Background: an optimization exercise with open tools, aiming at small area and a short achievable clock period. Do not read the settings as production practice.
Where RTL was checked, it was by simulation tests only, not by an equivalence proof against the original.
The clock port is modelled as an ideal driver; clocking choices that lean on that would not hold on a real chip.
Power is estimated from default activity; no workload was simulated.

==> job 8788: inputs <==
==> flow/design.v <==
module qpi_rd_stream #(
  parameter int TAGS   = 8,
  parameter int ADDR_W = 20
) (
  input  logic              clk,
  input  logic              reset,
  input  logic              io_start,
  input  logic [ADDR_W-1:0] io_base_addr,
  input  logic [ADDR_W-1:0] io_num_lines,
  input  logic              io_qpi_rd_req_almostfull,
  output logic [ADDR_W-1:0] io_qpi_rd_req_addr,
  output logic [13:0]       io_qpi_rd_req_mdata,
  output logic              io_qpi_rd_req_valid,
  input  logic [13:0]       io_qpi_rd_rsp_mdata,
  input  logic [511:0]      io_qpi_rd_rsp_data,
  input  logic              io_qpi_rd_rsp_valid,
  output logic              io_out_valid,
  output logic [511:0]      io_out_data,
  input  logic              io_out_ready,
  output logic              io_busy,
  output logic              io_done
);
  localparam int TAG_W  = $clog2(TAGS);
  localparam int LINE_W = 512;
  localparam int HCOPY  = 8;                
  localparam int HPART  = LINE_W / HCOPY;   
  logic                busy_q;      
  logic                done_q;      
  logic [ADDR_W-1:0]   addr_q;      
  logic [ADDR_W-1:0]   rem_q;       
  logic                left_q;      
  logic [TAG_W-1:0]    tail_q;      
  logic [TAGS-1:0]     head_q;      
  logic [TAGS-1:0]     await_q;
  logic [TAGS-1:0]     full_q;
  logic                can_q;       
  logic                valid_q;     
  logic [LINE_W-1:0]   slot_data [TAGS];
  logic [TAGS-1:0]     hsel_q [HCOPY];   
  logic                busy_n;
  logic                done_n;
  logic                left_n;
  logic [TAG_W-1:0]    tail_n;
  logic [TAGS-1:0]     head_n;
  logic [TAGS-1:0]     await_n;
  logic [TAGS-1:0]     full_n;
  logic [TAGS-1:0]     tail_oh;
  logic [TAGS-1:0]     tag_oh;
  logic [TAGS-1:0]     acc;
  logic                want_issue;
  logic                issue;
  logic                pop;
  logic                last_pop;
  logic                start;
  logic                unused_mdata;
  assign tail_oh    = TAGS'(1) << tail_q;
  assign tag_oh     = TAGS'(1) << io_qpi_rd_rsp_mdata[TAG_W-1:0];
  assign want_issue = busy_q & ~done_q & left_q;
  assign issue      = can_q & ~io_qpi_rd_req_almostfull;
  assign start      = ~busy_q & io_start;
  assign io_qpi_rd_req_valid = issue;
  assign io_qpi_rd_req_addr  = addr_q;
  assign io_qpi_rd_req_mdata = {{(14-TAG_W){1'b0}}, tail_q};
  assign acc          = {TAGS{io_qpi_rd_rsp_valid}} & tag_oh & await_q;
  assign unused_mdata = ^io_qpi_rd_rsp_mdata[13:TAG_W];
  assign io_out_valid = valid_q;
  assign pop          = valid_q & io_out_ready;
  assign last_pop     = pop & ~left_q &
                        ~|((await_q | full_q) & {head_q[TAGS-2:0], head_q[TAGS-1]});
  assign io_busy = busy_q;
  assign io_done = done_q;
  always_comb begin
    io_out_data = '0;
    for (int c = 0; c < HCOPY; c++)
      for (int i = 0; i < TAGS; i++)
        io_out_data[c*HPART +: HPART] = io_out_data[c*HPART +: HPART] |
                                        ({HPART{hsel_q[c][i]}} & slot_data[i][c*HPART +: HPART]);
  end
  for (genvar c = 0; c < HCOPY; c++) begin : g_hsel
    always_ff @(posedge clk or negedge reset) begin
      if (!reset)      hsel_q[c] <= TAGS'(1);
      else if (start)  hsel_q[c] <= TAGS'(1);
      else if (pop)    hsel_q[c] <= {hsel_q[c][TAGS-2:0], hsel_q[c][TAGS-1]};
    end
  end
  always_comb begin
    busy_n  = busy_q;
    done_n  = done_q;
    left_n  = left_q;
    tail_n  = tail_q;
    head_n  = head_q;
    if (start) begin
      busy_n = 1'b1;
      done_n = (io_num_lines == '0);
      left_n = (io_num_lines != '0);
      tail_n = '0;
      head_n = TAGS'(1);
    end else begin
      if (done_q) begin
        busy_n = 1'b0;
        done_n = 1'b0;
      end else if (last_pop) begin
        done_n = 1'b1;
      end
      if (issue) begin
        left_n = (rem_q != ADDR_W'(1));
        tail_n = tail_q + 1'b1;
      end
      if (pop) head_n = {head_q[TAGS-2:0], head_q[TAGS-1]};
    end
    await_n = (await_q & ~acc) | (issue ? tail_oh : '0);
    full_n  = (full_q & ~(pop ? head_q : '0)) | acc;
  end
  always_ff @(posedge clk or negedge reset) begin
    if (!reset) begin
      busy_q  <= 1'b0;
      done_q  <= 1'b0;
      addr_q  <= '0;
      rem_q   <= '0;
      left_q  <= 1'b0;
      tail_q  <= '0;
      head_q  <= TAGS'(1);
      await_q <= '0;
      full_q  <= '0;
      can_q   <= 1'b0;
      valid_q <= 1'b0;
    end else begin
      busy_q  <= busy_n;
      done_q  <= done_n;
      left_q  <= left_n;
      tail_q  <= tail_n;
      head_q  <= head_n;
      await_q <= await_n;
      full_q  <= full_n;
      can_q   <= busy_n & ~done_n & left_n & ~|((await_n | full_n) & (TAGS'(1) << tail_n));
      valid_q <= |(full_n & head_n);
      if (start) begin
        addr_q <= io_base_addr;
        rem_q  <= io_num_lines;
      end else if (issue) begin
        addr_q <= addr_q + 1'b1;
        rem_q  <= rem_q - 1'b1;
      end
    end
  end
  for (genvar g = 0; g < TAGS; g++) begin : g_slot
    always_ff @(posedge clk) begin
      if (acc[g]) slot_data[g] <= io_qpi_rd_rsp_data;
    end
  end
endmodule
==> flow/flow/run.sh <==
#!/bin/bash
# Layout: the standard flow (standard.sh: the standard synthesis, floorplan, power grid,
# placement, CTS and routing), with ports buffered by plain buffers instead of the delay cells
# buffer_ports picks by default, and the resizer free to change a cell's footprint.
set -euo pipefail
bash standard.sh \
  MATCH_CELL_FOOTPRINT=0 \
  "BUFFER_PORTS_ARGS=-buffer_cell sky130_fd_sc_hd__buf_2" \
  finish > standard_flow.log 2>&1
==> flow/standard.sh <==
#!/bin/bash
# synth_recipe.tcl (not shown) runs the flow's synth.tcl, then flattens the netlist and writes it again
# the make line also repeats each setting of config.mk as NAME=value (left out here)
make -C /OpenROAD-flow-scripts/flow DESIGN_CONFIG=/design/flow/config.mk WORK_HOME=/design/flow/orfs CLKGATE_MAP_FILE= SYNTH_SCRIPT=/design/flow/synth_recipe.tcl "${@:-finish}"
==> flow/config.mk <==
export PLATFORM = sky130hd
export DESIGN_NAME = qpi_rd_stream
export DESIGN_NICKNAME = qpi_rd_stream
export VERILOG_FILES = /design/flow/design.v
export SDC_FILE = /design/flow/constraint.sdc
export NUM_CORES = 4
export LEC_CHECK = 0
export CAP_MARGIN = 20
export CORE_MARGIN = 2
export CORE_UTILIZATION = 40
export SETUP_SLACK_MARGIN = 2.0
export SLEW_MARGIN = 20
==> flow/constraint.sdc <==
create_clock -name core_clock -period 5.5 [get_ports {clk}]
set_input_delay 1.1000 -clock core_clock [delete_from_list [all_inputs] [get_ports {clk}]]
set_output_delay 1.1000 -clock core_clock [all_outputs]
set_load 0.01 [all_outputs]
==> inputs of job 6616, as changes to job 8788 <==
--- a/flow/design.v
+++ b/flow/design.v
@@ -22,7 +22,7 @@
 );
   localparam int TAG_W  = $clog2(TAGS);
   localparam int LINE_W = 512;
-  localparam int HCOPY  = 8;                
+  localparam int HCOPY  = 16;               
   localparam int HPART  = LINE_W / HCOPY;   
   logic                busy_q;      
   logic                done_q;      
@@ -77,10 +77,9 @@
                                         ({HPART{hsel_q[c][i]}} & slot_data[i][c*HPART +: HPART]);
   end
   for (genvar c = 0; c < HCOPY; c++) begin : g_hsel
-    always_ff @(posedge clk or negedge reset) begin
-      if (!reset)      hsel_q[c] <= TAGS'(1);
-      else if (start)  hsel_q[c] <= TAGS'(1);
-      else if (pop)    hsel_q[c] <= {hsel_q[c][TAGS-2:0], hsel_q[c][TAGS-1]};
+    always_ff @(posedge clk) begin
+      if (start)      hsel_q[c] <= TAGS'(1);
+      else if (pop)   hsel_q[c] <= {hsel_q[c][TAGS-2:0], hsel_q[c][TAGS-1]};
     end
   end
   always_comb begin
==> flow/flow/run.sh (replaced) <==
#!/bin/bash
# Layout: the standard flow (standard.sh: the standard synthesis, floorplan, power grid,
# placement, CTS and routing), with ports buffered by plain buffers instead of the delay cells
# buffer_ports picks by default, the resizer free to change a cell's footprint, and, after CTS,
# the gates in front of the io_out_data port buffers one drive strength stronger
# (flow/post_cts.tcl). The whole make output goes to standard_flow.log; ORFS keeps each step's
# log under orfs/logs/.
set -euo pipefail
here=$(pwd)
bash standard.sh \
  MATCH_CELL_FOOTPRINT=0 \
  "BUFFER_PORTS_ARGS=-buffer_cell sky130_fd_sc_hd__buf_2" \
  "POST_CTS_TCL=$here/flow/post_cts.tcl" \
  finish > standard_flow.log 2>&1
==> flow/flow/post_cts.tcl (new file) <==
# After CTS: each io_out_data port is driven by its port buffer, which is driven by the last
# gate of the read multiplexer, usually far from the pin. Give that gate the next drive
# strength so it drives the wire to the port buffer faster, then legalize the placement.
proc my_driver_of { net } {
  foreach iterm [$net getITerms] {
    if {[$iterm isOutputSignal]} { return [$iterm getInst] }
  }
  return ""
}
set upsized 0
set block [ord::get_db_block]
foreach bterm [$block getBTerms] {
  if {![string match "io_out_data*" [$bterm getName]]} { continue }
  set buf [my_driver_of [$bterm getNet]]
  if {$buf == ""} { continue }
  foreach iterm [$buf getITerms] {
    if {![$iterm isInputSignal]} { continue }
    set gate [my_driver_of [$iterm getNet]]
    if {$gate == ""} { continue }
    set master [[$gate getMaster] getName]
    if {[regexp {^(sky130_fd_sc_hd__[a-z0-9]+)_[01]$} $master -> base]} {
      set bigger "${base}_2"
      if {[llength [get_lib_cells -quiet */$bigger]] > 0} {
        replace_cell [$gate getName] $bigger
        incr upsized
      }
    }
  }
}
puts "post_cts.tcl: upsized $upsized gates in front of io_out_data port buffers"
detailed_placement
check_placement -verbose
estimate_parasitics -placement
report_worst_slack -max
Settings changed: SETUP_SLACK_MARGIN 2.0 to 2.2.
==> notes.md <==
- Core utilization: job 8788 is lower than job 6616 (0.60 points).
- Job 6616 completed with no timing, DRC or antenna violations. Job 8788 finished with timing, DRC and antenna clean.
- Against job 8788, the die area of job 6616 is larger by about 1.3%.
- Between job 6616 and job 8788, the lower wire length is in job 6616 (gap 2.7%, measured against job 8788).
- Against job 6616, the clock-buffer cell count of job 8788 is lower by 40.
- The combinational power of job 6616 is 15 times that of job 8788.
- Against job 8788, the power of job 6616 is higher by 48%.
Only the layout flow was run in job 6616; the RTL was not checked for function there.

[what the ideal ports hide]
How much do the figures lean on ideal ports? The routed layouts below were timed once more, with nothing changed but the port constraints. Step 1 sets driving cells, clkbuf_16 on the clock port and buf_2 on the other inputs (assumed; they add their load-dependent delay and slew). Step 2 also shifts input and output timing later by t, the mid clock arrival at the registers, as if the neighbouring blocks saw the same clock. Slacks: no drivers / after step 1 / after step 2; pairs: no drivers / after step 1.
run	shift t [ns]	setup slack, ns	hold WS [ns]	slew at the worst register clock pin (ns)	pins driven straight from the clock port
job 8788	1.066	1.774 / 1.662 / 1.714	0.091 / 0.115 / 0.550	0.07 / 0.07	1
job 6616	1.052	2.175 / 2.072 / 1.984	0.291 / 0.221 / 0.512	0.07 / 0.07	1
After both steps every run listed still meets setup and hold. The setup slack of job 6616, which loses most, moves by -0.103 ns with the drivers and by -0.191 ns with both steps.
